This is an optimization exercise on Yosys and OpenROAD, whose aim is small area, a short achievable clock period and few clock cycles per item, not a production implementation. RTL that was checked went through simulation tests only; none was proved equivalent to the original. For runs 1 and 3 to 5, only the layout was checked, not whether the RTL still works. Power figures rest on the tool's default switching activity, not on a simulated workload.

File: flow/constraint.sdc
create_clock -name core_clock -period 5.0 [get_ports {clk}]
set_input_delay 1.0000 -clock core_clock [delete_from_list [all_inputs] [get_ports {clk}]]
set_output_delay 1.0000 -clock core_clock [all_outputs]
set_load 0.01 [all_outputs]
File: flow/design.v
package oqke_pkg;
    localparam logic [2:0] OP_INSERT  = 3'd0;
    localparam logic [2:0] OP_SEARCH  = 3'd1;
    localparam logic [2:0] OP_MODIFY  = 3'd2;
    localparam logic [2:0] OP_DELETE  = 3'd3;
    localparam logic [2:0] OP_DISPLAY = 3'd4;
    localparam logic [1:0] ST_OK      = 2'd0;
    localparam logic [1:0] ST_MISSING = 2'd1;
    localparam logic [1:0] ST_EMPTY   = 2'd2;
    localparam logic [1:0] ST_FULL    = 2'd3;
    typedef struct packed {
        logic [2:0]         op;
        logic signed [31:0] key;
        logic signed [31:0] new_value;
    } request_t;
    typedef struct packed {
        logic [1:0]         status;
        logic signed [31:0] element;
        logic               last;
        logic [4:0]         entries_held;
    } result_t;
    typedef struct packed {
        logic capture;      
        logic write_tail;   
        logic write_first;  
        logic shift;        
        logic rotate;       
    } cell_cmd_t;
endpackage
module oqke_cell (
    input  logic               clk,
    input  logic               we,       
    input  logic               sh,       
    input  logic signed [31:0] wdata,
    input  logic signed [31:0] nbr,
    input  logic signed [31:0] cmp_key,
    output logic signed [31:0] entry,
    output logic               eq
);
    logic hold;
    assign hold = !(we || sh);
    always_ff @(posedge clk)
    begin
        entry <= ({32{we}} & wdata) | ({32{sh}} & nbr) | ({32{hold}} & entry);
    end
    assign eq = (entry == cmp_key);
endmodule
module oqke_ctrl #(
    parameter int DEPTH = 16,
    parameter int CW    = 5
) (
    input  logic                  clk,
    input  logic                  rst_n,
    input  logic                  start,
    output logic                  busy,
    input  oqke_pkg::request_t    request,
    output oqke_pkg::result_t     result,
    output logic                  done,
    input  logic [DEPTH-1:0]      eq,
    input  logic signed [31:0]    head,
    output logic [DEPTH-1:0]      we,
    output logic [DEPTH-1:0]      sh,
    output logic signed [31:0]    key,
    output logic signed [31:0]    wdata
);
    logic               v_r;
    logic [2:0]         op_r;
    logic signed [31:0] key_r;
    logic signed [31:0] nv_r;
    logic [CW-1:0]      count_r, count_next;
    logic               disp_r;
    logic [CW-1:0]      dleft_r;
    logic               busy_r;
    logic               done_r;
    oqke_pkg::result_t  result_r, result_next;
    logic [DEPTH-1:0]   held, tail, lasth, hit, after, first;
    logic               any_hit, empty, full;
    logic               is_ins, is_mod, is_del, is_disp, is_other;
    logic               rot;
    logic [CW-1:0]      cur_rem;
    logic               take;
    assign take = start && !busy_r;
    always_comb
    begin
        for (int i = 0; i < DEPTH; i++)
        begin
            held[i]  = CW'(i) < count_r;
            tail[i]  = CW'(i) == count_r;
            lasth[i] = CW'(i + 1) == count_r;
        end
    end
    assign hit     = eq & held;
    assign any_hit = |hit;
    always_comb
    begin
        after[0] = hit[0];
        for (int i = 1; i < DEPTH; i++)
            after[i] = after[i - 1] | hit[i];
    end
    assign first = hit & ~(after << 1);
    assign empty    = (count_r == '0);
    assign full     = (count_r == CW'(DEPTH));
    assign is_ins   = v_r && (op_r == oqke_pkg::OP_INSERT);
    assign is_mod   = v_r && (op_r == oqke_pkg::OP_MODIFY);
    assign is_del   = v_r && (op_r == oqke_pkg::OP_DELETE);
    assign is_disp  = v_r && (op_r == oqke_pkg::OP_DISPLAY);
    assign is_other = op_r > oqke_pkg::OP_DISPLAY;
    assign rot     = (is_disp && !empty) || disp_r;
    assign cur_rem = disp_r ? dleft_r : count_r;
    assign wdata = rot ? head : ((op_r == oqke_pkg::OP_INSERT) ? key_r : nv_r);
    assign key   = key_r;
    always_comb
    begin
        for (int i = 0; i < DEPTH; i++)
        begin
            we[i] = (is_ins && !full && tail[i]) || (is_mod && first[i]) || (rot && lasth[i]);
            sh[i] = (is_del && after[i]) || (rot && held[i] && !lasth[i]);
        end
    end
    always_comb
    begin
        count_next = count_r;
        if (is_ins && !full)
            count_next = count_r + CW'(1);
        else if (is_del && any_hit)
            count_next = count_r - CW'(1);
    end
    always_comb
    begin
        result_next.element      = '0;
        result_next.last         = 1'b1;
        result_next.entries_held = 5'(count_next);
        if (op_r == oqke_pkg::OP_INSERT)
            result_next.status = full ? oqke_pkg::ST_FULL : oqke_pkg::ST_OK;
        else if (is_other)
            result_next.status = oqke_pkg::ST_OK;
        else if (empty)
            result_next.status = oqke_pkg::ST_EMPTY;
        else if (!any_hit && op_r != oqke_pkg::OP_DISPLAY)
            result_next.status = oqke_pkg::ST_MISSING;
        else
            result_next.status = oqke_pkg::ST_OK;
        if (rot)
        begin
            result_next.status  = oqke_pkg::ST_OK;
            result_next.element = head;
            result_next.last    = (cur_rem == CW'(1));
        end
    end
    always_ff @(posedge clk or negedge rst_n)
    begin
        if (!rst_n)
        begin
            v_r     <= 1'b0;
            count_r <= '0;
            disp_r  <= 1'b0;
            busy_r  <= 1'b0;
            done_r  <= 1'b0;
        end
        else
        begin
            v_r     <= take;
            count_r <= count_next;
            disp_r  <= rot && (cur_rem != CW'(1));
            busy_r  <= (take && request.op == oqke_pkg::OP_DISPLAY) || (rot && cur_rem > CW'(2));
            done_r  <= v_r || disp_r;
        end
    end
    always_ff @(posedge clk)
    begin
        op_r     <= request.op;
        key_r    <= request.key;
        nv_r     <= request.new_value;
        dleft_r  <= cur_rem - CW'(1);
        result_r <= result_next;
    end
    assign busy   = busy_r;
    assign done   = done_r;
    assign result = result_r;
endmodule
module ordered_queue_with_key_edit #(
    parameter int DEPTH = 16
) (
    input  logic                clk,
    input  logic                rst_n,
    input  logic                start,
    output logic                busy,
    input  oqke_pkg::request_t  request,
    output oqke_pkg::result_t   result,
    output logic                done
);
    localparam int CW = $clog2(DEPTH + 1);
    logic [DEPTH-1:0]   eq, we, sh;
    logic signed [31:0] key, wdata;
    logic signed [31:0] entry [DEPTH];
    oqke_ctrl #(
        .DEPTH (DEPTH),
        .CW    (CW)
    ) u_ctrl (
        .clk     (clk),
        .rst_n   (rst_n),
        .start   (start),
        .busy    (busy),
        .request (request),
        .result  (result),
        .done    (done),
        .eq      (eq),
        .head    (entry[0]),
        .we      (we),
        .sh      (sh),
        .key     (key),
        .wdata   (wdata)
    );
    for (genvar i = 0; i < DEPTH; i++)
    begin : g_cell
        oqke_cell u_cell (
            .clk     (clk),
            .we      (we[i]),
            .sh      (sh[i]),
            .wdata   (wdata),
            .nbr     (entry[(i == DEPTH - 1) ? i : i + 1]),
            .cmp_key (key),
            .entry   (entry[i]),
            .eq      (eq[i])
        );
    end
endmodule
module oqke_top (
    input  logic        clk,
    input  logic        rst_n,
    input  logic        start,
    output logic        busy,
    input  logic [2:0]  req_op,
    input  logic [31:0] req_key,
    input  logic [31:0] req_new_value,
    output logic [1:0]  res_status,
    output logic [31:0] res_element,
    output logic        res_last,
    output logic [4:0]  res_entries_held,
    output logic        done
);
    oqke_pkg::request_t request;
    oqke_pkg::result_t  result;
    assign request.op        = req_op;
    assign request.key       = req_key;
    assign request.new_value = req_new_value;
    ordered_queue_with_key_edit #(
        .DEPTH (16)
    ) u_queue (
        .clk     (clk),
        .rst_n   (rst_n),
        .start   (start),
        .busy    (busy),
        .request (request),
        .result  (result),
        .done    (done)
    );
    assign res_status       = result.status;
    assign res_element      = result.element;
    assign res_last         = result.last;
    assign res_entries_held = result.entries_held;
endmodule
File: flow/config.mk
export PLATFORM = sky130hd
export DESIGN_NAME = oqke_top
export DESIGN_NICKNAME = oqke_top
export VERILOG_FILES = /design/flow/design.v
export SDC_FILE = /design/flow/constraint.sdc
export NUM_CORES = 4
export LEC_CHECK = 0
export ABC_CLOCK_PERIOD_IN_PS = 2500
export CAP_MARGIN = 20
export CORE_MARGIN = 2
export CORE_UTILIZATION = 40
export SETUP_SLACK_MARGIN = 2.5
export SLEW_MARGIN = 20
File: flow/run.sh
#!/bin/bash
# synth_recipe.tcl (not shown) runs the flow's synth.tcl, then flattens the netlist and writes it again
# the make line also repeats each setting of config.mk as NAME=value (left out here)
make -C /OpenROAD-flow-scripts/flow DESIGN_CONFIG=/design/flow/config.mk WORK_HOME=/design/flow/orfs CLKGATE_MAP_FILE= SYNTH_SCRIPT=/design/flow/synth_recipe.tcl finish
==> reports/qor.yml, run 1 <==
floorplan:
  fp-row-count: 101
  die-area_sq_mm: 0.0785
  dieWidth_microns: 280
  die_y_microns: 280
  coreArea_sq_mm: 0.0757
  start_util_pct: 40.3
  ioPinCount: 112
yosys:
  synth_edf_count: 0
  synth_compound_area_share_pct: 19.8
  synthesis.nets: 3319
  synthDistinctLibCells: 77
  synth-seq-cells: 633
  yosysTopAreaCellShare_pct: 40.9
  syn_avg_cell_area_sq_um: 9.42
  async_reset_ff_share_pct: 1.42
  syn_inst: 3241
  syn_area_sq_mm: 0.0305
  synth_xor_area_share_pct: 14.9
  yosys.area.top_type: "dfxtp_1"
  ys_warn_count: 4
  synth.area.top_cells: "dfxtp_1 (41%), a221o_1 (14%), xor2_1 (11%), nor2_1 (5.4%), xnor2_1 (4.1%)"
  synth_simple_gate_area_share_pct: 16.8
  synth.area.mux_share_pct: 1.34
  yosys.area_share.adder_pct: 0.328
  synth_top_family_by_area: "compound AO/OA/AOI/OAI gates"
  synth_ff_type: "dfxtp_1"
  seq_area_frac_synth_pct: 41.7
min_path:
  hp-class: "flop to flop"
clocking:
  postCtsHoldBufs: 0
  cts_buffers: 72
  root_buffer: "clkbuf_16"
  cts_tree: "built"
  clk_path_buf_depth: 3
  cts_sinks: 633
  ctsHtreeMaxLevel: 3
  path_clk_slew_ns: 0.06
  insertion_delay_ns: 0.64
timing:
  hold_ws_ns: 0.447
  tightest_slew_ns: 0.856
  slew_violations: 0
  layout_setup_ws_ns: 1.56
  finalSetupViolCount: 0
  min_period_over_period_pct: 68.9
  fmax_ghz: 0.290
  final-hold-violation-count: 0
  rsz0062_at_grt: "true"
  relSlewSlack_pct: 42.7
  period_needed_ns: 3.44
  fin_skew_ns: 0.0327
  fin_setup_tns_ns: 0
global_routing:
  antenna_found_initial: 12
  grt_max_degree: 33
  grt_pass1_vias: 28175
  track_usage_pct: 40.5
  grt_pass1_wl_mm: 224
  grt.overflow.total: 0
drt:
  ant_nets: 0
  num_vias: 31326
  routedWlPerCell_microns: 36.7
  drt_wl_total_mm: 171
  first_pass_iters: 6
  via_per_inst: 6.73
  drcViolationCount: 0
  drtIter0Drc: 5620
power:
  total_power_mw: 18.7
  power_density_mw_per_mm2: 434
  p_leak_nw: 17.4
  ir_drop_uv: 262
place:
  io_buffers: 111
  dpl-instance-area_sq_mm: 0.0335
  place_inst: 4237
  hpwl_mm: 111
  place.gp.congestion: 1.02
  pre_cts_slack_ns: 0.590
layout:
  fin_util_pct: 56.8
  fin_area_sq_mm: 0.0430
  drive_gt1_share_pct: 27.6
  syn_to_final_growth_pct: 40.8
  layout_common_cells: "dfxtp_1 (597), a221o_1 (416), nor2_1 (372)"
  final_cells: 4656
  fin_nets: 3697
  final_common_cell: "dfxtp_1"
setup_path:
  cp_slowest_cell: "or4_4"
  crit_family: "simple AND/OR/NAND/NOR gates"
  start_kind: "flop"
  critPathMaxStageDelay_ns: 0.55
  path_cells: "buf_12, xnor2_1, nand2_1, or2_2, or4_4, and3b_1, nor4b_4, buf_4, buf_6, o21ai_4, clkbuf_16, a221o_1"
  required_ns: 5.58
  critPathMaxFanout: 12
  worstPathArrival_ns: 4.02
  critical_path.n_buffers_inverters: 4
  end_kind: "flop"
  crit_type: "flop to flop"
job:
  drv_cap: 0
outcome:
  status: "no timing/DRC/antenna violations"
-- worst reg2reg max path: stages (launching register included) --
cell,delay (ns)
dfxtp_1,0.34
buf_12,0.19
xnor2_1,0.35
nand2_1,0.17
or2_2,0.34
or4_4,0.55
and3b_1,0.22
nor4b_4,0.15
buf_4,0.16
buf_6,0.11
o21ai_4,0.38
clkbuf_16,0.27
a221o_1,0.14
-- layer usage --
metal	routed length [microns]	share of wire (%)	global-route usage [%]	vias up
met1	65900	39	55.0	15318
li1	-	-	-	12757
met2	68700	40	57.3	2652
met3	24100	14	11.3	589
met4	12300	7.2	22.6	10
met5	61	0.036	0	-
-- area by class of cell --
class                      instances  area (sq um)
fill                            6398         32700
multi-input combinational       2252         18800
sequential                       633         12800
timing repair buffer             581          7380
clock buffer                     107          2140
tap                              978          1220
inverter                          79           299
clock inverter                    20           264
antenna                            6          15.0
-- kinds of logic (layout without fill, tap and decap cells) --
logic type | count (synthesis) | in the layout
buf+inv | 357 | 787
simple gates | 1013 | 1014
other cells | 0 | 6
flops | 633 | 633
xor+xnor | 519 | 519
fa+ha+maj | 8 | 8
mux | 37 | 37
compound gates | 674 | 674
-- state kept, by name (all words and copies together), names as in the netlist --
register,flops
u_queue.u_ctrl.nv_r,32
u_queue.u_ctrl.key_r,32
u_queue.u_ctrl.op_r,3
u_queue.u_ctrl.busy_r,1
u_queue.u_ctrl.result_r,40
u_queue.u_ctrl.dleft_r,5
u_queue.u_ctrl.disp_r,1
u_queue.g_cell.u_cell.entry,512
u_queue.u_ctrl.done_r,1
u_queue.u_ctrl.count_r,5
u_queue.u_ctrl.v_r,1
-- power breakdown --
group          leakage, nW  internal, mW  switching (mW)  total [mW]
registers             5.15          5.19           0.211        5.40
logic                 11.0          2.88            4.86        7.74
clock network         1.17          3.18            2.36        5.53
-- timing repair --
action	4_1_cts	5_1_grt
endpoints found under the hold margin	0	0
cloned	39	25
endpoints found under the setup margin	569	529
gates resized for setup	437	385
pin swaps	52	124
setup buffers	155	67
-- final timing paths --
check / startpoint / endpoint / slack (ns) / depth (start not counted)
setup / recovery: u_queue.u_ctrl.key_r[23]$_DFF_P_ / u_queue.g_cell[11].u_cell.entry[6]$_DFF_P_ / 1.56 / 12
hold / removal: u_queue.u_ctrl.busy_r$_DFF_PN0_ / u_queue.u_ctrl.v_r$_DFF_PN0_ / 0.45 / 1
setup reg to reg: u_queue.u_ctrl.key_r[23]$_DFF_P_ / u_queue.g_cell[11].u_cell.entry[6]$_DFF_P_ / 1.56 / 12
hold reg to reg: u_queue.u_ctrl.busy_r$_DFF_PN0_ / u_queue.u_ctrl.v_r$_DFF_PN0_ / 0.45 / 1
max in group asynchronous: rst_n / u_queue.u_ctrl.count_r[0]$_DFF_PN0_ / 4.00 / 1
min in group asynchronous: rst_n / u_queue.u_ctrl.disp_r$_DFF_PN0_ / 0.67 / 1
-- synthesized netlist by cell type (all sizes together), types with 38 or more instances --
cell type  instances
nand3             38
nand4             81
nand2             85
xor2             377
a21oi             56
a221o            416
xnor2            142
clkbuf           169
nor2b             47
dfxtp            624
nor2             442
nor4             157
buf              109
inv               79
nor3              39
==> run 2: changes to the inputs <==
--- a/flow/design.v
+++ b/flow/design.v
@@ -38,9 +38,10 @@
     output logic               eq
 );
-    logic hold;
-    assign hold = !(we || sh);
     always_ff @(posedge clk)
     begin
-        entry <= ({32{we}} & wdata) | ({32{sh}} & nbr) | ({32{hold}} & entry);
+        if (we)
+            entry <= wdata;
+        else if (sh)
+            entry <= nbr;
     end
     assign eq = (entry == cmp_key);
--- a/flow/config.mk
+++ b/flow/config.mk
@@ -6,8 +6,6 @@
 export NUM_CORES = 4
 export LEC_CHECK = 0
-export ABC_CLOCK_PERIOD_IN_PS = 2500
 export CAP_MARGIN = 20
 export CORE_MARGIN = 2
 export CORE_UTILIZATION = 40
-export SETUP_SLACK_MARGIN = 2.5
 export SLEW_MARGIN = 20
==> run 2 against run 1 <==
Compared with the run above: core utilization down 9.7 points; via count fell by 26%; wire length fell by 25%; still clean on timing, DRC and antenna; sequential share of layout area increased by 16 points; synthesized cell count fell by 22%; sequential cell count did not move; non-clock buffer count shrank 356; power down 7.1%; hold slack improved by 0.033 ns; die area rose by 9.4%.
==> reports/qor.yml, run 2 <==
outcome:
  status: "no timing/DRC/antenna violations"
clocking:
  insertion_delay_ns: 0.64  # about the same
  cts_resized: 0  # -100%
  clk_path_buf_depth: 3  # unchanged
  cts_buffers: 75  # +4.2%
  path_clk_slew_ns: 0.06  # about the same
  cts_sinks: 633  # unchanged
  ctsHtreeMaxLevel: 3  # unchanged
  root_buffer: "clkbuf_16"
  post_cts_buffers: 0  # -100%
  postCtsHoldBufs: 0  # unchanged
  cts_tree: "built"
power:
  ir_drop_uv: 235  # -10%
  p_int_mw: 11.5  # +2.2%
  clock_power_share_pct: 32.6  # +3.0 points
  seq_power_share_pct: 41.5  # +13 points
  power_frac_comb_pct: 25.9  # -16 points
  switchingPower_mw: 5.86  # -21%
  power_density_mw_per_mm2: 443  # +2.0%
  p_leak_nw: 13.0  # -25%
  total_power_mw: 17.4  # -7.1%
  switching_share_pct: 33.8  # -6.0 points
yosys:
  syn_avg_cell_area_sq_um: 13.3  # +41%
  synthDistinctLibCells: 71  # -7.8%
  synth_edf_count: 512  # +512
  synth_ff_type: "edfxtp_1"
  yosysMostFrequentCell: "edfxtp_1"
  synth-seq-cells: 633  # unchanged
  yosys-top-cells-count: "edfxtp_1 (512), mux2_2 (439), xnor2_1 (309)"
  syn_inst: 2521  # -22%
  ys_warn_count: 4  # unchanged
  yosysTopAreaCellShare_pct: 46.0  # +5.0 points
  seq_area_frac_synth_pct: 53.3  # +12 points
  syn_area_sq_mm: 0.0334  # +9.6%
  async_reset_ff_share_pct: 1.42  # unchanged
  synth.area.top_cells: "edfxtp_1 (46%), mux2_2 (15%), xnor2_1 (8.1%), dfxtp_1 (6.7%), xor2_1 (5.4%)"
  yosys.area.top_type: "edfxtp_1"
  synthesis.nets: 2599  # -22%
drt:
  drcViolationCount: 0  # unchanged
  wl_met2_mm: 55.2  # -20%
  ant_nets: 0  # unchanged
  num_vias: 23220  # -26%
  top_layer: "met4"
  drtIter0Drc: 3091  # -45%
  routedWlPerCell_microns: 33.9  # -7.9%
  wl_met3_mm: 10.8  # -55%
  drt_wl_total_mm: 128  # -25%
  via_per_inst: 6.12  # -9.1%
  wl_met1_mm: 57.3  # -13%
  first_pass_iters: 6  # unchanged
place:
  pre_cts_slack_ns: 0.603  # +0.0132 ns
  place.gp.congestion: 0.975  # -4.3%
  io_buffers: 111  # unchanged
  hpwl_mm: 90.3  # -18%
setup_path:
  start_kind: "flop"
  rrSetupSlack_ns: 0.50  # -1.05 ns
  end_kind: "flop"
  crit_type: "flop to flop"
  r2r_end: "u_queue.u_ctrl.result_r[38]$_SDFF_PN0_"
  worstPathArrival_ns: 5.08  # +1.06 ns
  critPathMaxFanout: 8  # -4
  required_ns: 5.59  # about the same
  rr_worst_depth: 11  # -1
  reg2reg_from: "u_queue.u_ctrl.key_r[30]$_DFF_P_"
timing:
  fmax_ghz: 0.222  # -23%
  layout_setup_ws_ns: 0.503  # -1.05 ns
  relSlewSlack_pct: 20.8  # -22 points
  finalSetupViolCount: 0  # unchanged
  slew_violations: 0  # unchanged
  min_period_over_period_pct: 89.9  # +21 points
  fin_skew_ns: 0.0281  # -0.00459 ns
  fin_setup_tns_ns: 0  # unchanged
  rsz0062_at_grt: "false"
  final-hold-violation-count: 0  # unchanged
  tightest_slew_ns: 1.19  # +0.332 ns
  period_needed_ns: 4.50  # +1.05 ns
layout:
  largest_reg_flops: 512  # unchanged
  fin_nets: 2732  # -26%
  drive_gt1_share_pct: 28.1  # +0.46 points
  syn_to_final_growth_pct: 17.1
  final_common_cell: "edfxtp_1"
  top_register: "u_queue.g_cell.u_cell.entry"
  top_regs: "u_queue.g_cell.u_cell.entry (512), u_queue.u_ctrl.result_r (40)"
  layout_common_cells: "edfxtp_1 (512), mux2_2 (439), xnor2_1 (309)"
min_path:
  hp-class: "flop to flop"
  min_to: "u_queue.u_ctrl.v_r$_DFF_PN0_"
  hp-start: "u_queue.u_ctrl.busy_r$_DFF_PN0_"
  worstHoldPathCells: 1  # unchanged
global_routing:
  grt_pass1_vias: 22872  # -19%
  grt_pass1_wl_mm: 178  # -20%
  antenna_found_initial: 2  # -10
  grt_max_degree: 67  # +100%
  track_usage_pct: 29.4  # -11 points
  grt.overflow.total: 0  # unchanged
floorplan:
  coreArea_sq_mm: 0.0832  # +9.9%
  fp-row-count: 106  # +5.0%
  die_y_microns: 293  # +4.6%
  start_util_pct: 40.2  # -0.10 points
  die-area_sq_mm: 0.0859  # +9.4%
  ioPinCount: 112  # unchanged
  dieWidth_microns: 293  # +4.6%
job:
  drv_cap: 0  # unchanged
-- run 2: cell count changes in the layout (fill, tap and decap cells not counted), sizes merged, moves of 169 or more --
cell	delta
mux2	+449
edfxtp	+512
dfxtp	-512
nor2	-386
buf	-336
xor2	-169
a221o	-416
-- run 2: layout make-up --
cell class	count	area, sq um
Sequential cell	633	17800
Clock inverter	27	277
Clock buffer	111	2250
Tap cell	1080	1350
Antenna cell	1	2.50
Inverter	11	41.3
Fill cell	7224	44000
Multi-Input combinational cell	1708	15100
Timing Repair Buffer	225	2300
-- run 2: logic make-up (layout without fill, tap and decap cells) --
kind of cell	after synthesis	after routing	share of synthesized area [%]
flops	633	633	53.3
simple gates	539	539	9.45
mux	519	519	17.7
xor+xnor	517	517	13.5
buf+inv	180	374	2.82
compound gates	125	125	2.87
fa+ha+maj	8	8	0.299
other cells	0	1	0
-- run 2: worst max-delay path by stage --
| stage | start | end | slack (ns) | depth (start not counted) |
|---|---|---|---|---|
| floorplan | u_queue.u_ctrl.count_r[1]$_DFF_PN0_ | u_queue.g_cell[5].u_cell.entry[0]$_DFFE_PP_ | 0.68 | 13 |
| global placement | u_queue.u_ctrl.key_r[30]$_DFF_P_ | u_queue.u_ctrl.result_r[38]$_SDFF_PN0_ | 0.46 | 11 |
| detailed placement | u_queue.u_ctrl.key_r[30]$_DFF_P_ | u_queue.u_ctrl.result_r[38]$_SDFF_PN0_ | 0.60 | 11 |
| CTS | u_queue.u_ctrl.key_r[30]$_DFF_P_ | u_queue.u_ctrl.result_r[38]$_SDFF_PN0_ | 0.59 | 11 |
| global route | u_queue.u_ctrl.key_r[30]$_DFF_P_ | u_queue.u_ctrl.result_r[38]$_SDFF_PN0_ | 0.36 | 11 |
| finish | u_queue.u_ctrl.key_r[30]$_DFF_P_ | u_queue.u_ctrl.result_r[38]$_SDFF_PN0_ | 0.50 | 11 |
-- run 2: power groups by stage --
stage / Combinational [mW] / Clock, mW / Sequential, mW
final: 4.50 / 5.66 / 7.20
after global routing: 4.66 / 5.93 / 7.23
after floorplan: 2.34 / 0 / 7.06
after detailed placement: 4.40 / 0 / 7.27
after CTS: 4.44 / 5.73 / 7.17
after global placement: 4.38 / 0 / 7.28
-- run 2: through the flow --
step	instance area, sq um	utilization [%]	hold WS (ns)	std cells
after floorplan	33400	-	0.481	2521
after global placement	36600	44.0	0.462	3656
after detailed placement	36600	44.1	0.468	3657
after CTS	39200	47.1	0.481	3795
after global routing	39200	47.1	0.503	3795
final	39200	47.1	0.480	3796
-- run 2: layer usage --
layer	track usage, %	vias to the layer above
met1	42.8	11840
met3	5.33	255
met5	0	-
li1	-	9749
met2	43.6	1376
met4	11.2	0
-- run 2: worst max-delay path, stage by stage (launching register included) --
cell	delay, ns
dfxtp_1	0.70
buf_4	0.28
buf_4	0.28
xor2_1	0.29
nor4b_1	0.12
nand4_1	0.32
o311ai_0	0.24
buf_4	0.23
nor4_2	0.82
a31oi_1	0.18
a2111oi_0	0.75
buf_4	0.22
Testbench counts of run 2, summed over its fixed seeds: cycles 8,862, requests 4,800.
==> run 3: changes to the inputs <==
--- a/flow/design.v
+++ b/flow/design.v
@@ -35,15 +35,18 @@
     input  logic signed [31:0] nbr,
     input  logic signed [31:0] cmp_key,
+    input  logic               eq_w,     
+    input  logic               eq_nbr,   
     output logic signed [31:0] entry,
-    output logic               eq
-);
+    output logic               eq,       
+    output logic               hit       
+);
+    logic hold;
+    assign hold = !(we || sh);
+    assign eq   = (entry == cmp_key);
     always_ff @(posedge clk)
     begin
-        if (we)
-            entry <= wdata;
-        else if (sh)
-            entry <= nbr;
-    end
-    assign eq = (entry == cmp_key);
+        entry <= ({32{we}} & wdata) | ({32{sh}} & nbr) | ({32{hold}} & entry);
+        hit   <= (we & eq_w) | (sh & eq_nbr) | (hold & eq);
+    end
 endmodule
 module oqke_ctrl #(
@@ -58,15 +61,19 @@
     output oqke_pkg::result_t     result,
     output logic                  done,
-    input  logic [DEPTH-1:0]      eq,
+    input  logic [DEPTH-1:0]      hit_reg,
     input  logic signed [31:0]    head,
     output logic [DEPTH-1:0]      we,
     output logic [DEPTH-1:0]      sh,
     output logic signed [31:0]    key,
-    output logic signed [31:0]    wdata
-);
-    logic               v_r;
-    logic [2:0]         op_r;
-    logic signed [31:0] key_r;
-    logic signed [31:0] nv_r;
+    output logic signed [31:0]    wdata,
+    output logic                  eq_w
+);
+    logic               va_r;
+    logic [2:0]         opa_r;
+    logic signed [31:0] keya_r;
+    logic signed [31:0] nva_r;
+    logic               vb_r;
+    logic [2:0]         opb_r;
+    logic signed [31:0] wdb_r;
     logic [CW-1:0]      count_r, count_next;
     logic               disp_r;
@@ -91,5 +98,5 @@
         end
     end
-    assign hit     = eq & held;
+    assign hit     = hit_reg & held;
     assign any_hit = |hit;
     always_comb
@@ -102,13 +109,14 @@
     assign empty    = (count_r == '0);
     assign full     = (count_r == CW'(DEPTH));
-    assign is_ins   = v_r && (op_r == oqke_pkg::OP_INSERT);
-    assign is_mod   = v_r && (op_r == oqke_pkg::OP_MODIFY);
-    assign is_del   = v_r && (op_r == oqke_pkg::OP_DELETE);
-    assign is_disp  = v_r && (op_r == oqke_pkg::OP_DISPLAY);
-    assign is_other = op_r > oqke_pkg::OP_DISPLAY;
+    assign is_ins   = vb_r && (opb_r == oqke_pkg::OP_INSERT);
+    assign is_mod   = vb_r && (opb_r == oqke_pkg::OP_MODIFY);
+    assign is_del   = vb_r && (opb_r == oqke_pkg::OP_DELETE);
+    assign is_disp  = vb_r && (opb_r == oqke_pkg::OP_DISPLAY);
+    assign is_other = opb_r > oqke_pkg::OP_DISPLAY;
     assign rot     = (is_disp && !empty) || disp_r;
     assign cur_rem = disp_r ? dleft_r : count_r;
-    assign wdata = rot ? head : ((op_r == oqke_pkg::OP_INSERT) ? key_r : nv_r);
-    assign key   = key_r;
+    assign wdata = rot ? head : wdb_r;
+    assign key   = keya_r;
+    assign eq_w  = (keya_r == wdata);
     always_comb
     begin
@@ -132,5 +140,5 @@
         result_next.last         = 1'b1;
         result_next.entries_held = 5'(count_next);
-        if (op_r == oqke_pkg::OP_INSERT)
+        if (opb_r == oqke_pkg::OP_INSERT)
             result_next.status = full ? oqke_pkg::ST_FULL : oqke_pkg::ST_OK;
         else if (is_other)
@@ -138,5 +146,5 @@
         else if (empty)
             result_next.status = oqke_pkg::ST_EMPTY;
-        else if (!any_hit && op_r != oqke_pkg::OP_DISPLAY)
+        else if (!any_hit && opb_r != oqke_pkg::OP_DISPLAY)
             result_next.status = oqke_pkg::ST_MISSING;
         else
@@ -153,5 +161,6 @@
         if (!rst_n)
         begin
-            v_r     <= 1'b0;
+            va_r    <= 1'b0;
+            vb_r    <= 1'b0;
             count_r <= '0;
             disp_r  <= 1'b0;
@@ -161,16 +170,21 @@
         else
         begin
-            v_r     <= take;
+            va_r    <= take;
+            vb_r    <= va_r;
             count_r <= count_next;
             disp_r  <= rot && (cur_rem != CW'(1));
-            busy_r  <= (take && request.op == oqke_pkg::OP_DISPLAY) || (rot && cur_rem > CW'(2));
-            done_r  <= v_r || disp_r;
+            busy_r  <= (take && request.op == oqke_pkg::OP_DISPLAY)
+                    || (va_r && opa_r == oqke_pkg::OP_DISPLAY && count_next >= CW'(3))
+                    || (rot && cur_rem >= CW'(4));
+            done_r  <= vb_r || disp_r;
         end
     end
     always_ff @(posedge clk)
     begin
-        op_r     <= request.op;
-        key_r    <= request.key;
-        nv_r     <= request.new_value;
+        opa_r    <= request.op;
+        keya_r   <= request.key;
+        nva_r    <= request.new_value;
+        opb_r    <= opa_r;
+        wdb_r    <= (opa_r == oqke_pkg::OP_INSERT) ? keya_r : nva_r;
         dleft_r  <= cur_rem - CW'(1);
         result_r <= result_next;
@@ -192,6 +206,7 @@
 );
     localparam int CW = $clog2(DEPTH + 1);
-    logic [DEPTH-1:0]   eq, we, sh;
+    logic [DEPTH-1:0]   eq, hit, we, sh;
     logic signed [31:0] key, wdata;
+    logic               eq_w;
     logic signed [31:0] entry [DEPTH];
     oqke_ctrl #(
@@ -206,13 +221,15 @@
         .result  (result),
         .done    (done),
-        .eq      (eq),
+        .hit_reg (hit),
         .head    (entry[0]),
         .we      (we),
         .sh      (sh),
         .key     (key),
-        .wdata   (wdata)
+        .wdata   (wdata),
+        .eq_w    (eq_w)
     );
     for (genvar i = 0; i < DEPTH; i++)
     begin : g_cell
+        localparam int N = (i == DEPTH - 1) ? i : i + 1;
         oqke_cell u_cell (
             .clk     (clk),
@@ -220,8 +237,11 @@
             .sh      (sh[i]),
             .wdata   (wdata),
-            .nbr     (entry[(i == DEPTH - 1) ? i : i + 1]),
+            .nbr     (entry[N]),
             .cmp_key (key),
+            .eq_w    (eq_w),
+            .eq_nbr  (eq[N]),
             .entry   (entry[i]),
-            .eq      (eq[i])
+            .eq      (eq[i]),
+            .hit     (hit[i])
         );
     end
--- a/flow/config.mk
+++ b/flow/config.mk
@@ -6,6 +6,8 @@
 export NUM_CORES = 4
 export LEC_CHECK = 0
+export ABC_CLOCK_PERIOD_IN_PS = 2200
 export CAP_MARGIN = 20
 export CORE_MARGIN = 2
 export CORE_UTILIZATION = 40
+export SETUP_SLACK_MARGIN = 2.8
 export SLEW_MARGIN = 20
==> run 3 against run 2 <==
Compared with the run above: still clean; sequential share of layout area is 14 points lower; combinational power is 110% higher; register-to-register slack better by 1.3 ns; hold slack worse by 0.11 ns; non-clock buffer count is 338 higher; largest power group is now combinational cells; highest routed layer unchanged.
==> reports/qor.yml, run 3 <==
outcome:
  status: "no timing/DRC/antenna violations"
drt:
  drt_wl_total_mm: 161  # +25%
  ant_nets: 0  # unchanged
  first_pass_iters: 7  # +1
  drcViolationCount: 0  # unchanged
  num_vias: 31189  # +34%
  drtIter0Drc: 5126  # +66%
  via_per_inst: 6.74  # +10%
  routedWlPerCell_microns: 34.7  # +2.6%
timing:
  finalSetupViolCount: 0  # unchanged
  slew_violations: 0  # unchanged
  layout_setup_ws_ns: 1.79  # +1.29 ns
  rsz0062_at_grt: "true"
  relSlewSlack_pct: 7.56  # -13 points
  fin_setup_tns_ns: 0  # unchanged
  period_needed_ns: 3.21  # -1.29 ns
  tightest_slew_ns: 1.38  # +0.197 ns
  fin_skew_ns: 0.0311  # +0.00303 ns
  min_period_over_period_pct: 64.2  # -26 points
  fmax_ghz: 0.312  # +40%
  final-hold-violation-count: 0  # unchanged
global_routing:
  gr-usage-met1_pct: 46.4  # +3.6 points
  antenna_found_initial: 4  # +2
  grt_max_degree: 36  # -46%
  grt_pass1_wl_mm: 214  # +20%
  track_usage_pct: 37.4  # +8.0 points
  grt.overflow.total: 0  # unchanged
  grt_pass1_vias: 29052  # +27%
  grt_use_met2_pct: 54.8  # +11 points
  grt_busiest_layer: "met2"
  use_met3_pct: 10.8  # +5.4 points
setup_path:
  worstPathArrival_ns: 3.73  # -1.35 ns
  reg2reg_from: "u_queue.u_ctrl.count_r[1]$_DFF_PN0_"
  critPathMaxStageDelay_ns: 0.50  # -0.32 ns
  start_kind: "flop"
  path_cells: "buf_12, clkinv_8, ha_4, or4b_4, a41o_4, buf_6, buf_4, a22oi_2, o32a_1, buf_4, buf_8, clkbuf_16, nor2_1, a221o_1"
  cp_slowest_cell: "or4b_4"
  end_kind: "flop"
  critPathLaunch: "u_queue.u_ctrl.count_r[1]$_DFF_PN0_"
  required_ns: 5.52  # -0.07 ns
  cpMostUsedCell: "buf_4"
  crit_type: "flop to flop"
  critPathMaxFanout: 8  # unchanged
yosys:
  yosysTopAreaCellShare_pct: 43.5  # -2.5 points
  synth_ff_type: "dfxtp_1"
  yosys.area_share.adder_pct: 0.322  # +0.023 points
  yosys.area.top_type: "dfxtp_1"
  async_reset_ff_share_pct: 1.46  # +0.038 points
  syn_inst: 3155  # +25%
  synthDistinctLibCells: 94  # +32%
  synth_compound_area_share_pct: 21.2  # +18 points
  seq_area_frac_synth_pct: 44.3  # -9.0 points
  synth_simple_gate_area_share_pct: 13.3  # +3.9 points
  synth_xor_area_share_pct: 14.4  # +0.82 points
  yosys-top-cells-count: "dfxtp_1 (675), nor2_1 (524), a221o_1 (481)"
  ys_warn_count: 4  # unchanged
  yosysMostFrequentCell: "dfxtp_1"
  synthesis.nets: 3233  # +24%
  synth_edf_count: 0  # -100%
  synth-seq-cells: 685  # +8.2%
  synth.area.mux_share_pct: 1.89  # -16 points
  synth.area.top_cells: "dfxtp_1 (44%), a221o_1 (16%), xor2_1 (10%), nor2_1 (6.3%), xnor2_1 (4.3%)"
  synth_top_family_by_area: "compound AO/OA/AOI/OAI gates"
  syn_area_sq_mm: 0.0311  # -7.2%
  syn_avg_cell_area_sq_um: 9.84  # -26%
clocking:
  cts_buffers: 77  # +2.7%
  clk_path_buf_depth: 3  # unchanged
  insertion_delay_ns: 0.65  # about the same
  cts_tree: "built"
  ctsHtreeMaxLevel: 3  # unchanged
  path_clk_slew_ns: 0.07  # about the same
  root_buffer: "clkbuf_16"
  cts_sinks: 685  # +8.2%
floorplan:
  die-area_sq_mm: 0.0799  # -7.1%
  ioPinCount: 112  # unchanged
  coreArea_sq_mm: 0.0772  # -7.1%
  die_y_microns: 283  # -3.6%
  fp-row-count: 102  # -3.8%
  start_util_pct: 40.2  # about the same
  dieWidth_microns: 283  # -3.6%
place:
  io_buffers: 111  # unchanged
  place.gp.congestion: 0.996  # +2.2%
  hpwl_mm: 91.5  # +1.3%
  place_inst: 4128  # +13%
  pre_cts_slack_ns: 0.993  # +0.390 ns
layout:
  top_regs: "u_queue.g_cell.u_cell.entry (512), u_queue.u_ctrl.result_r (40)"
  final_cells: 4625  # +22%
  final_common_cell: "dfxtp_1"
  largest_reg_flops: 512  # unchanged
  top_register: "u_queue.g_cell.u_cell.entry"
  layout_common_cells: "dfxtp_1 (667), a221o_1 (481), xor2_1 (355)"
  syn_to_final_growth_pct: 41.5
  drive_gt1_share_pct: 30.3  # +2.2 points
  fin_nets: 3603  # +32%
power:
  power_density_mw_per_mm2: 531  # +20%
  p_leak_nw: 17.4  # +34%
  ir_drop_uv: 346  # +48%
min_path:
  hp-start: "u_queue.u_ctrl.opa_r[2]$_DFF_P_"
  hp-class: "flop to flop"
job:
  drv_cap: 0  # unchanged
==> run 3: changes by cell type after synthesis, sizes merged, moves of 126 or more <==
cell    change
nor2      +470
a221o     +481
mux2      -449
xnor2     -157
xor2      +149
clkbuf    +126
edfxtp    -512
dfxtp     +563
==> run 3: cell families after synthesis <==
kind of cell	Yosys count
flops	685
fa+ha+maj	8
buf+inv	325
simple gates	882
compound gates	692
mux	54
xor+xnor	509
==> run 3: cell type report <==
| type | instances | area (sq um) |
|---|---|---|
| Antenna cell | 2 | 5.00 |
| Tap cell | 1040 | 1300 |
| Sequential cell | 685 | 13800 |
| Clock inverter | 36 | 437 |
| Clock buffer | 101 | 2150 |
| Inverter | 33 | 143 |
| Fill cell | 6178 | 33300 |
| Multi-Input combinational cell | 2165 | 18700 |
| Timing Repair Buffer | 563 | 7450 |
==> run 3: power breakdown <==
part           internal, mW  switching [mW]
logic                  4.23            5.21
registers              6.48            1.45
clock network          3.49            2.45
total                  14.2            9.10
==> run 3: metal layers <==
metal,part of all wire (%),up-vias,wire (microns)
li1,-,12446,-
met1,35,15098,57000
met2,42,2779,67000
met3,13,866,21300
met4,9.6,0,15400
met5,0,-,0
==> run 3: path summary, 6_finish.rpt <==
check | to | slack, ns | depth (start not counted)
min in group asynchronous | u_queue.u_ctrl.done_r$_DFF_PN0_ | 0.72 | 1
setup / recovery | u_queue.g_cell[1].u_cell.entry[13]$_DFF_P_ | 1.79 | 14
hold / removal | u_queue.u_ctrl.opb_r[2]$_DFF_P_ | 0.37 | 0
hold reg to reg | u_queue.u_ctrl.opb_r[2]$_DFF_P_ | 0.37 | 0
setup reg to reg | u_queue.g_cell[1].u_cell.entry[13]$_DFF_P_ | 1.79 | 14
max in group asynchronous | u_queue.u_ctrl.count_r[1]$_DFF_PN0_ | 3.86 | 1
==> run 3: critical path, delay by kind of cell, from the launching register on <==
family                   cells  cell delay (ns)
flip-flops                   1             0.44
AND/OR/NAND/NOR              2             0.57
adder cells (fa/ha/maj)      1             0.13
buffers and inverters        7             0.93
AO/OA/AOI/OAI                4             1.02
==> run 3: timing repair <==
action	in CTS	in global routing
setup buffers	194	72
setup endpoints to repair	611	590
gates cloned	60	32
gates resized for setup	595	417
pin swaps	84	129
hold buffers	0	0
hold endpoints to repair	0	0
==> run 3: through the flow <==
stage | cell area (sq um) | util, % | total power [mW] | hold slack (ns)
after CTS | 41200 | 53.3 | 21.7 | 0.373
final | 43900 | 56.9 | 23.3 | 0.371
after detailed placement | 33500 | 43.4 | 13.4 | 0.370
after floorplan | 32200 | - | 11.2 | 0.351
after global placement | 33500 | 43.4 | 13.3 | 0.367
after global routing | 43900 | 56.9 | 23.6 | 0.380
==> run 4: changes to the inputs <==
--- a/flow/config.mk
+++ b/flow/config.mk
@@ -6,8 +6,8 @@
 export NUM_CORES = 4
 export LEC_CHECK = 0
-export ABC_CLOCK_PERIOD_IN_PS = 2200
+export ABC_CLOCK_PERIOD_IN_PS = 2600
 export CAP_MARGIN = 20
 export CORE_MARGIN = 2
 export CORE_UTILIZATION = 40
-export SETUP_SLACK_MARGIN = 2.8
+export SETUP_SLACK_MARGIN = 2.4
 export SLEW_MARGIN = 20
==> run 4 against run 3 <==
Compared with the run above: first-iteration DRC count down 5.2%; count of clock-buffer cells in the layout up 2; maximum frequency about the same; core utilization down 1.5 points; final area down 2.7%; still clean; wire length down 1.6%; via count down 1.7%.
==> reports/qor.yml, run 4 <==
setup_path:
  cp_slowest_cell: "dfrtp_4"
  required_ns: 5.57  # +0.05 ns
  cp_num_cells: 14  # unchanged
  critPathMaxStageDelay_ns: 0.51  # about the same
  end_kind: "flop"
  worstPathArrival_ns: 3.78  # +0.05 ns
  rr_worst_depth: 14  # unchanged
  critPathMaxFanout: 6  # -2
  crit_family: "simple AND/OR/NAND/NOR gates"
  start_kind: "flop"
  crit_type: "flop to flop"
  cpMostUsedCell: "buf_12"
  path_cells: "inv_8, ha_4, or4b_4, a41oi_4, buf_12, buf_8, buf_6, mux2i_4, o2bb2ai_4, nor4_4, nand4_4, buf_12, buf_16, o211ai_2"
  critical_path.n_buffers_inverters: 6  # -1
global_routing:
  track_usage_pct: 37.9  # +0.53 points
  antenna_found_initial: 12  # +8
  grt_max_degree: 35  # -2.8%
  grt_pass1_wl_mm: 216  # +1.2%
  grt.overflow.total: 0  # unchanged
  grt_pass1_vias: 28814  # -0.82%
timing:
  min_period_over_period_pct: 64.2  # about the same
  slew_violations: 0  # unchanged
  tightest_slew_ns: 1.30  # -0.0835 ns
  relSlewSlack_pct: 13.1  # +5.6 points
  finalSetupViolCount: 0  # unchanged
  fin_skew_ns: 0.0224  # -0.00867 ns
  fin_setup_tns_ns: 0  # unchanged
  rsz0062_at_grt: "true"
  final-hold-violation-count: 0  # unchanged
  period_needed_ns: 3.21  # +0.000690 ns
  fmax_ghz: 0.311  # about the same
place:
  place_inst: 4121  # -0.17%
  hpwl_mm: 91.9  # +0.44%
  io_buffers: 111  # unchanged
  place.gp.congestion: 0.983  # -1.3%
layout:
  final_cells: 4538  # -1.9%
  fin_nets: 3514  # -2.5%
  seq_area_sq_mm: 0.0138  # about the same
  syn_to_final_growth_pct: 37.7
  layout_common_cells: "dfxtp_1 (673), a221o_1 (481), nor2_1 (366)"
  fill_cells: 6456  # +4.5%
  largest_reg_flops: 512  # unchanged
  top_register: "u_queue.g_cell.u_cell.entry"
  drive_gt1_share_pct: 25.5  # -4.9 points
  final_common_cell: "dfxtp_1"
  top_regs: "u_queue.g_cell.u_cell.entry (512), u_queue.u_ctrl.result_r (40)"
  multiInputGateArea_sq_mm: 0.0183  # -2.0%
  fin_util_pct: 55.4  # -1.5 points
yosys:
  synth_ff_type: "dfxtp_1"
  yosysTopAreaCellShare_pct: 43.5  # unchanged
  synthesis.nets: 3233  # unchanged
  ys_warn_count: 4  # unchanged
  seq_area_frac_synth_pct: 44.3  # unchanged
  yosys-top-cells-count: "dfxtp_1 (675), nor2_1 (524), a221o_1 (481)"
  synth.area.top_cells: "dfxtp_1 (44%), a221o_1 (16%), xor2_1 (10%), nor2_1 (6.3%), xnor2_1 (4.3%)"
  synth_edf_count: 0  # unchanged
  yosysMostFrequentCell: "dfxtp_1"
  syn_area_sq_mm: 0.0311  # unchanged
  synthDistinctLibCells: 94  # unchanged
  syn_avg_cell_area_sq_um: 9.84  # unchanged
  synth-seq-cells: 685  # unchanged
  async_reset_ff_share_pct: 1.46  # unchanged
  yosys.area.top_type: "dfxtp_1"
  syn_inst: 3155  # unchanged
drt:
  drtIter0Drc: 4860  # -5.2%
  num_vias: 30658  # -1.7%
  routedWlPerCell_microns: 34.8  # +0.28%
  via_per_inst: 6.76  # +0.18%
  ant_nets: 0  # unchanged
  drt_wl_total_mm: 158  # -1.6%
  first_pass_iters: 6  # -1
  drcViolationCount: 0  # unchanged
floorplan:
  coreArea_sq_mm: 0.0772  # unchanged
  ioPinCount: 112  # unchanged
  dieWidth_microns: 283  # unchanged
  die-area_sq_mm: 0.0799  # unchanged
  fp-row-count: 102  # unchanged
  start_util_pct: 40.2  # unchanged
  die_y_microns: 283  # unchanged
power:
  p_leak_nw: 16.8  # -3.6%
  power_density_mw_per_mm2: 533  # +0.42%
  power_frac_comb_pct: 39.7  # -0.8 points
  switching_share_pct: 38.6  # -0.50 points
  clock_power_share_pct: 25.5  # about the same
  switchingPower_mw: 8.79  # -3.5%
  p_int_mw: 14.0  # -1.4%
  seq_power_share_pct: 34.7  # +0.7 points
  ir_drop_uv: 309  # -11%
min_path:
  worstHoldPathCells: 0  # unchanged
  hp-class: "flop to flop"
clocking:
  cts_buffers: 75  # -2.6%
  insertion_delay_ns: 0.64  # about the same
  clk_path_buf_depth: 3  # unchanged
  cts_sinks: 685  # unchanged
  ctsHtreeMaxLevel: 3  # unchanged
  postCtsHoldBufs: 0  # unchanged
  path_clk_slew_ns: 0.06  # about the same
  cts_tree: "built"
  root_buffer: "clkbuf_16"
outcome:
  status: "no timing/DRC/antenna violations"
job:
  drv_cap: 0  # unchanged
[run 4: cell types whose count changed in the layout (fill, tap and decap cells not counted), moves of 18 or more]
| cell | before | now |
|---|---|---|
| clkdlybuf4s50_1 | 69 | 109 |
| o2bb2ai_2 | 33 | 3 |
| nor2_2 | 48 | 30 |
| o2bb2ai_1 | 5 | 33 |
| buf_2 | 22 | 0 |
| buf_4 | 169 | 129 |
| buf_6 | 89 | 63 |
| nor2_1 | 340 | 366 |
[run 4: area by class of cell]
class / count / share of cell area, %
antenna: 3 / 0.0176
clock buffer: 103 / 5.01
clock inverter: 33 / 0.925
inverter: 33 / 0.313
multi-input combinational: 2161 / 42.8
sequential: 685 / 32.2
tap: 1040 / 3.04
timing repair buffer: 480 / 15.7
[run 4: cells by family after synthesis]
group,after synthesis,synth area share [%]
flops,685,44.3
fa+ha+maj,8,0.322
simple gates,882,13.3
xor+xnor,509,14.4
mux,54,1.89
compound gates,692,21.2
buf+inv,325,4.54
[run 4: per-stage QoR]
| step | total power [mW] | worst slack (ns) | cell area, sq um | hold slack, ns |
|---|---|---|---|---|
| after floorplan | 11.2 | 1.86 | 32100 | 0.351 |
| after global placement | 13.2 | 1.08 | 33500 | 0.362 |
| after detailed placement | 13.4 | 0.964 | 33500 | 0.368 |
| after CTS | 21.6 | 1.81 | 40900 | 0.378 |
| after global routing | 23.1 | 1.75 | 42800 | 0.388 |
| final | 22.8 | 1.79 | 42800 | 0.382 |
[run 4: final timing paths]
kind | startpoint | to | slack [ns]
max | u_queue.u_ctrl.count_r[1]$_DFF_PN0_ | u_queue.g_cell[9].u_cell.hit$_DFF_P_ | 1.79
min | u_queue.u_ctrl.opa_r[1]$_DFF_P_ | u_queue.u_ctrl.opb_r[1]$_DFF_P_ | 0.38
max reg2reg | u_queue.u_ctrl.count_r[1]$_DFF_PN0_ | u_queue.g_cell[9].u_cell.hit$_DFF_P_ | 1.79
min reg2reg | u_queue.u_ctrl.opa_r[1]$_DFF_P_ | u_queue.u_ctrl.opb_r[1]$_DFF_P_ | 0.38
max in group asynchronous | rst_n | u_queue.u_ctrl.count_r[1]$_DFF_PN0_ | 3.88
min in group asynchronous | rst_n | u_queue.u_ctrl.va_r$_DFF_PN0_ | 0.71
[run 4: layer usage]
layer,routed length (microns),GRT usage [%],up-vias
met3,20000,11.4,802
met5,43,0,-
met2,65300,55.2,2632
met1,56900,46.6,14944
li1,-,-,12274
met4,15900,29.9,6
[run 4: power by group through the flow]
stage | Sequential (mW) | Clock [mW] | Combinational [mW]
after floorplan | 7.29 | 0 | 3.87
after global placement | 7.88 | 0 | 5.35
after detailed placement | 7.90 | 0 | 5.46
after CTS | 7.78 | 5.81 | 8.00
after global routing | 7.91 | 6.02 | 9.19
final | 7.92 | 5.81 | 9.06
[run 4: repair_timing]
item / 4_1_cts / 5_1_grt
setup buffers: 159 / 42
gates resized for setup: 416 / 301
endpoints found under the setup margin: 564 / 540
pin swaps: 58 / 88
cloned: 63 / 14
==> run 5: changes to the inputs <==
--- a/flow/design.v
+++ b/flow/design.v
@@ -77,4 +77,5 @@
     logic signed [31:0] wdb_r;
     logic [CW-1:0]      count_r, count_next;
+    logic [DEPTH-1:0]   hm_r, hm_next;       
     logic               disp_r;
     logic [CW-1:0]      dleft_r;
@@ -89,13 +90,7 @@
     logic               take;
     assign take = start && !busy_r;
-    always_comb
-    begin
-        for (int i = 0; i < DEPTH; i++)
-        begin
-            held[i]  = CW'(i) < count_r;
-            tail[i]  = CW'(i) == count_r;
-            lasth[i] = CW'(i + 1) == count_r;
-        end
-    end
+    assign held  = hm_r;
+    assign tail  = ~hm_r & {hm_r[DEPTH-2:0], 1'b1};
+    assign lasth = hm_r & ~{1'b0, hm_r[DEPTH-1:1]};
     assign hit     = hit_reg & held;
     assign any_hit = |hit;
@@ -107,6 +102,6 @@
     end
     assign first = hit & ~(after << 1);
-    assign empty    = (count_r == '0);
-    assign full     = (count_r == CW'(DEPTH));
+    assign empty    = !hm_r[0];
+    assign full     = hm_r[DEPTH-1];
     assign is_ins   = vb_r && (opb_r == oqke_pkg::OP_INSERT);
     assign is_mod   = vb_r && (opb_r == oqke_pkg::OP_MODIFY);
@@ -130,8 +125,15 @@
     begin
         count_next = count_r;
+        hm_next    = hm_r;
         if (is_ins && !full)
+        begin
             count_next = count_r + CW'(1);
+            hm_next    = {hm_r[DEPTH-2:0], 1'b1};
+        end
         else if (is_del && any_hit)
+        begin
             count_next = count_r - CW'(1);
+            hm_next    = {1'b0, hm_r[DEPTH-1:1]};
+        end
     end
     always_comb
@@ -164,4 +166,5 @@
             vb_r    <= 1'b0;
             count_r <= '0;
+            hm_r    <= '0;
             disp_r  <= 1'b0;
             busy_r  <= 1'b0;
@@ -173,4 +176,5 @@
             vb_r    <= va_r;
             count_r <= count_next;
+            hm_r    <= hm_next;
             disp_r  <= rot && (cur_rem != CW'(1));
             busy_r  <= (take && request.op == oqke_pkg::OP_DISPLAY)
--- a/flow/config.mk
+++ b/flow/config.mk
@@ -6,8 +6,8 @@
 export NUM_CORES = 4
 export LEC_CHECK = 0
-export ABC_CLOCK_PERIOD_IN_PS = 2600
+export ABC_CLOCK_PERIOD_IN_PS = 2200
 export CAP_MARGIN = 20
 export CORE_MARGIN = 2
 export CORE_UTILIZATION = 40
-export SETUP_SLACK_MARGIN = 2.4
+export SETUP_SLACK_MARGIN = 2.8
 export SLEW_MARGIN = 20
==> run 5 against run 4 <==
Compared with the run above: still clean on timing, DRC and antenna; synthesized area grew 1.9%; core utilization is 0.44 points higher; global-route usage decreased by 2.3 points; final area grew 2.6%; sequential share of layout area is 0.27 points higher; final cell count grew 4.8%; wire length fell by 2.4%; clock skew is 0.0073 ns higher; clock power increased by 3%; count of clock-buffer cells in the layout rose by 6; die area grew 1.9%; sequential cell count rose by 16; critical path type unchanged.
==> reports/qor.yml, run 5 <==
outcome:
  status: "no timing/DRC/antenna violations"
timing:
  period_needed_ns: 2.92  # -0.292 ns
  fin_skew_ns: 0.0298  # +0.00735 ns
  slew_violations: 0  # unchanged
  final-hold-violation-count: 0  # unchanged
  fmax_ghz: 0.343  # +10%
  min_period_over_period_pct: 58.4  # -5.8 points
  rsz0062_at_grt: "true"
  fin_setup_tns_ns: 0  # unchanged
  layout_setup_ws_ns: 2.08  # +0.292 ns
  tightest_slew_ns: 0.886  # -0.415 ns
  relSlewSlack_pct: 40.4  # +27 points
  finalSetupViolCount: 0  # unchanged
yosys:
  yosysMostFrequentCell: "dfxtp_1"
  synthesis.nets: 3388  # +4.8%
  synth_compound_area_share_pct: 20.7  # -0.53 points
  yosys.area.top_type: "dfxtp_1"
  synth-seq-cells: 701  # +2.3%
  syn_inst: 3313  # +5.0%
  synth_xor_area_share_pct: 14.3  # -0.076 points
  synth_top_family_by_area: "compound AO/OA/AOI/OAI gates"
  yosys-top-cells-count: "dfxtp_1 (675), nor2_1 (530), a221o_1 (480)"
  synthDistinctLibCells: 80  # -15%
  async_reset_ff_share_pct: 3.71  # +2.2 points
  ys_warn_count: 4  # unchanged
  synth_ff_type: "dfxtp_1"
  syn_avg_cell_area_sq_um: 9.55  # -2.9%
  seq_area_frac_synth_pct: 44.8  # +0.43 points
  yosysTopAreaCellShare_pct: 42.7  # -0.82 points
  synth_simple_gate_area_share_pct: 13.7  # +0.39 points
  yosys.area_share.adder_pct: 0.198  # -0.12 points
  synth.area.top_cells: "dfxtp_1 (43%), a221o_1 (15%), xnor2_1 (10%), nor2_1 (6.3%), xor2_1 (4.1%)"
  synth_edf_count: 0  # unchanged
  syn_area_sq_mm: 0.0316  # +1.9%
  synth.area.mux_share_pct: 1.80  # -0.099 points
floorplan:
  die-area_sq_mm: 0.0814  # +1.9%
  ioPinCount: 112  # unchanged
  start_util_pct: 40.3  # about the same
  die_y_microns: 285  # +0.94%
  dieWidth_microns: 285  # +0.94%
  coreArea_sq_mm: 0.0786  # +1.8%
  fp-row-count: 103  # +0.98%
layout:
  multiInputGateArea_sq_mm: 0.0179  # -2.2%
  fin_nets: 3717  # +5.8%
  top_register: "u_queue.g_cell.u_cell.entry"
  top_regs: "u_queue.g_cell.u_cell.entry (512), u_queue.u_ctrl.result_r (40)"
  drive_gt1_share_pct: 25.1  # -0.32 points
  layout_common_cells: "dfxtp_1 (643), a221o_1 (480), nor2_1 (450)"
  fill_cells: 6475  # +0.29%
  seq_area_sq_mm: 0.0143  # +3.5%
  syn_to_final_growth_pct: 38.7
  largest_reg_flops: 512  # unchanged
  final_common_cell: "dfxtp_1"
setup_path:
  critPathMaxFanout: 19  # +13
  crit_type: "flop to flop"
  start_kind: "flop"
  required_ns: 5.56  # about the same
  rrSetupSlack_ns: 2.08  # +0.29 ns
  end_kind: "flop"
  worstPathArrival_ns: 3.48  # -0.30 ns
global_routing:
  grt_max_degree: 36  # +2.9%
  antenna_found_initial: 3  # -9
  grt.overflow.total: 0  # unchanged
  track_usage_pct: 35.7  # -2.3 points
  grt_pass1_vias: 29125  # +1.1%
  grt_pass1_wl_mm: 213  # -1.4%
place:
  place.gp.congestion: 0.954  # -2.9%
  io_buffers: 111  # unchanged
  pre_cts_slack_ns: 1.38  # +0.413 ns
  hpwl_mm: 84.9  # -7.6%
drt:
  num_vias: 31218  # +1.8%
  ant_nets: 0  # unchanged
  drcViolationCount: 0  # unchanged
  via_per_inst: 6.57  # -2.8%
  routedWlPerCell_microns: 32.5  # -6.9%
  drtIter0Drc: 5204  # +7.1%
  drt_wl_total_mm: 154  # -2.4%
  first_pass_iters: 9  # +3
min_path:
  hp-class: "flop to flop"
clocking:
  postCtsHoldBufs: 0  # unchanged
  path_clk_slew_ns: 0.06  # about the same
  cts_buffers: 77  # +2.7%
  cts_tree: "built"
  clk_path_buf_depth: 3  # unchanged
  ctsHtreeMaxLevel: 3  # unchanged
  root_buffer: "clkbuf_16"
  insertion_delay_ns: 0.65  # about the same
  cts_sinks: 701  # +2.3%
power:
  ir_drop_uv: 341  # +10%
  p_leak_nw: 16.9  # +0.65%
  power_density_mw_per_mm2: 753  # +41%
job:
  drv_cap: 0  # unchanged
[run 5: cell types whose count changed after synthesis, moves of 13 or more]
cell       previous run  this run
xnor2_1             152       368
xor2_1              357       148
o21ai_0              12        68
nand2_1              47        99
nand4_1              64       114
nor4_1              104        60
clkbuf_1            182       223
o2bb2ai_1            39         2
a21oi_1              23        50
buf_2                77        53
buf_4                19         0
dfrtp_1              10        26
buf_1                11        26
o22ai_1              17         4
[run 5: path summary, 6_finish.rpt]
kind,startpoint,end,depth (start not counted)
worst max-delay path,u_queue.u_ctrl.keya_r[3]$_DFF_P_,u_queue.g_cell[2].u_cell.hit$_DFF_P_,9
worst min-delay path,u_queue.u_ctrl.opa_r[2]$_DFF_P_,u_queue.u_ctrl.opb_r[2]$_DFF_P_,0
worst max register to register,u_queue.u_ctrl.keya_r[3]$_DFF_P_,u_queue.g_cell[2].u_cell.hit$_DFF_P_,9
worst min register to register,u_queue.u_ctrl.opa_r[2]$_DFF_P_,u_queue.u_ctrl.opb_r[2]$_DFF_P_,0
max in group asynchronous,rst_n,u_queue.u_ctrl.hm_r[15]$_DFFE_PN0P_,2
min in group asynchronous,rst_n,u_queue.u_ctrl.busy_r$_DFF_PN0_,2
[run 5: stage by stage]
step           total power [mW]  hold slack (ns)  cell area [sq um]  instances  util, %
5_1_grt                    33.8            0.398              43900       4753     55.8
3_3_place_gp               20.3            0.371              34100       4270     43.3
3_5_place_dp               20.5            0.368              34100       4270     43.3
6_report                   33.1            0.383              43900       4754     55.8
2_1_floorplan              17.0            0.344              32500       3313        -
4_1_cts                    31.1            0.380              42500       4696     54.0
[run 5: what timing repair did]
action | 4_1_cts | 5_1_grt
hold endpoints to repair | 0 | 0
setup endpoints to repair | 623 | 564
buffers inserted | 204 | 48
gates cloned | 82 | 9
gates resized for setup | 595 | 234
pin swaps | 86 | 56
[run 5: cell type report]
type,instances,share of cell area [%]
Antenna cell,1,0.00570
Clock buffer,109,5.20
Clock inverter,31,0.790
Inverter,41,0.371
Multi-Input combinational cell,2277,40.7
Sequential cell,701,32.5
Tap cell,1050,2.99
Timing Repair Buffer,544,17.4
[run 5: cells by family (layout without fill, tap and decap cells)]
| family | count (synthesis) | after routing |
|---|---|---|
| AO/OA/AOI/OAI | 739 | 742 |
| XOR/XNOR | 516 | 516 |
| adder cells (fa/ha/maj) | 5 | 5 |
| buffers and inverters | 350 | 725 |
| flip-flops | 701 | 701 |
| multiplexers | 52 | 56 |
| other | 0 | 1 |
| AND/OR/NAND/NOR | 950 | 958 |
[run 5: routing by layer]
layer / GRT usage, % / vias up / share of wire, %
met5: 0.174 / - / 0.016
met4: 24.9 / 4 / 8.9
met3: 11.2 / 767 / 13
met2: 52.8 / 2466 / 42
met1: 44.1 / 15115 / 36
li1: - / 12866 / -
[run 5: where the power goes]
| part | switching [mW] | internal, mW | total (mW) |
|---|---|---|---|
| logic | 8.47 | 8.28 | 16.7 |
| registers | 2.62 | 7.68 | 10.3 |
| clock network | 2.55 | 3.46 | 6.01 |
[run 5: worst max-delay path: stages, from the launching register on]
cell and delay, ns:
dfxtp_1 0.45, buf_8 0.36, inv_1 0.14, a222oi_1 0.27, o2111ai_1 0.23, nor4_2 0.33
a21oi_1 0.11, or4_4 0.57, buf_12 0.19, o221ai_2 0.15

separate check: timing with driven ports:
No port has a modelled driver above. Below, the same layouts with a new extraction and two added sets of constraints.
Step 1: set_driving_cell puts a clkbuf_16 on clk and a buf_2 on each other input, an assumption about the parent block.
Step 2 times the ports against the registers' clock, not the clock port: input delays grow and output delays shrink by t, the midpoint of the rising clock arrivals with the driver on.
Slacks: ideal ports / drivers / drivers and shift; pairs: ideal ports / drivers.
run	t (ns)	setup slack, ns	worst setup path at the end	worst data-port slew with drivers (ns)	cell pins on the clock port's net
run 1	0.693	1.557 / 1.557 / 1.557	register to register	0.07	1
run 2	0.696	0.503 / 0.503 / 0.503	register to register	0.09	1
run 3	0.697	1.790 / 1.790 / 1.790	register to register	0.05	1
run 4	0.703	1.789 / 1.789 / 1.789	register to register	0.08	1
run 5	0.699	2.081 / 2.081 / 2.081	register to register	0.08	1
After both steps every run listed still meets setup and hold.
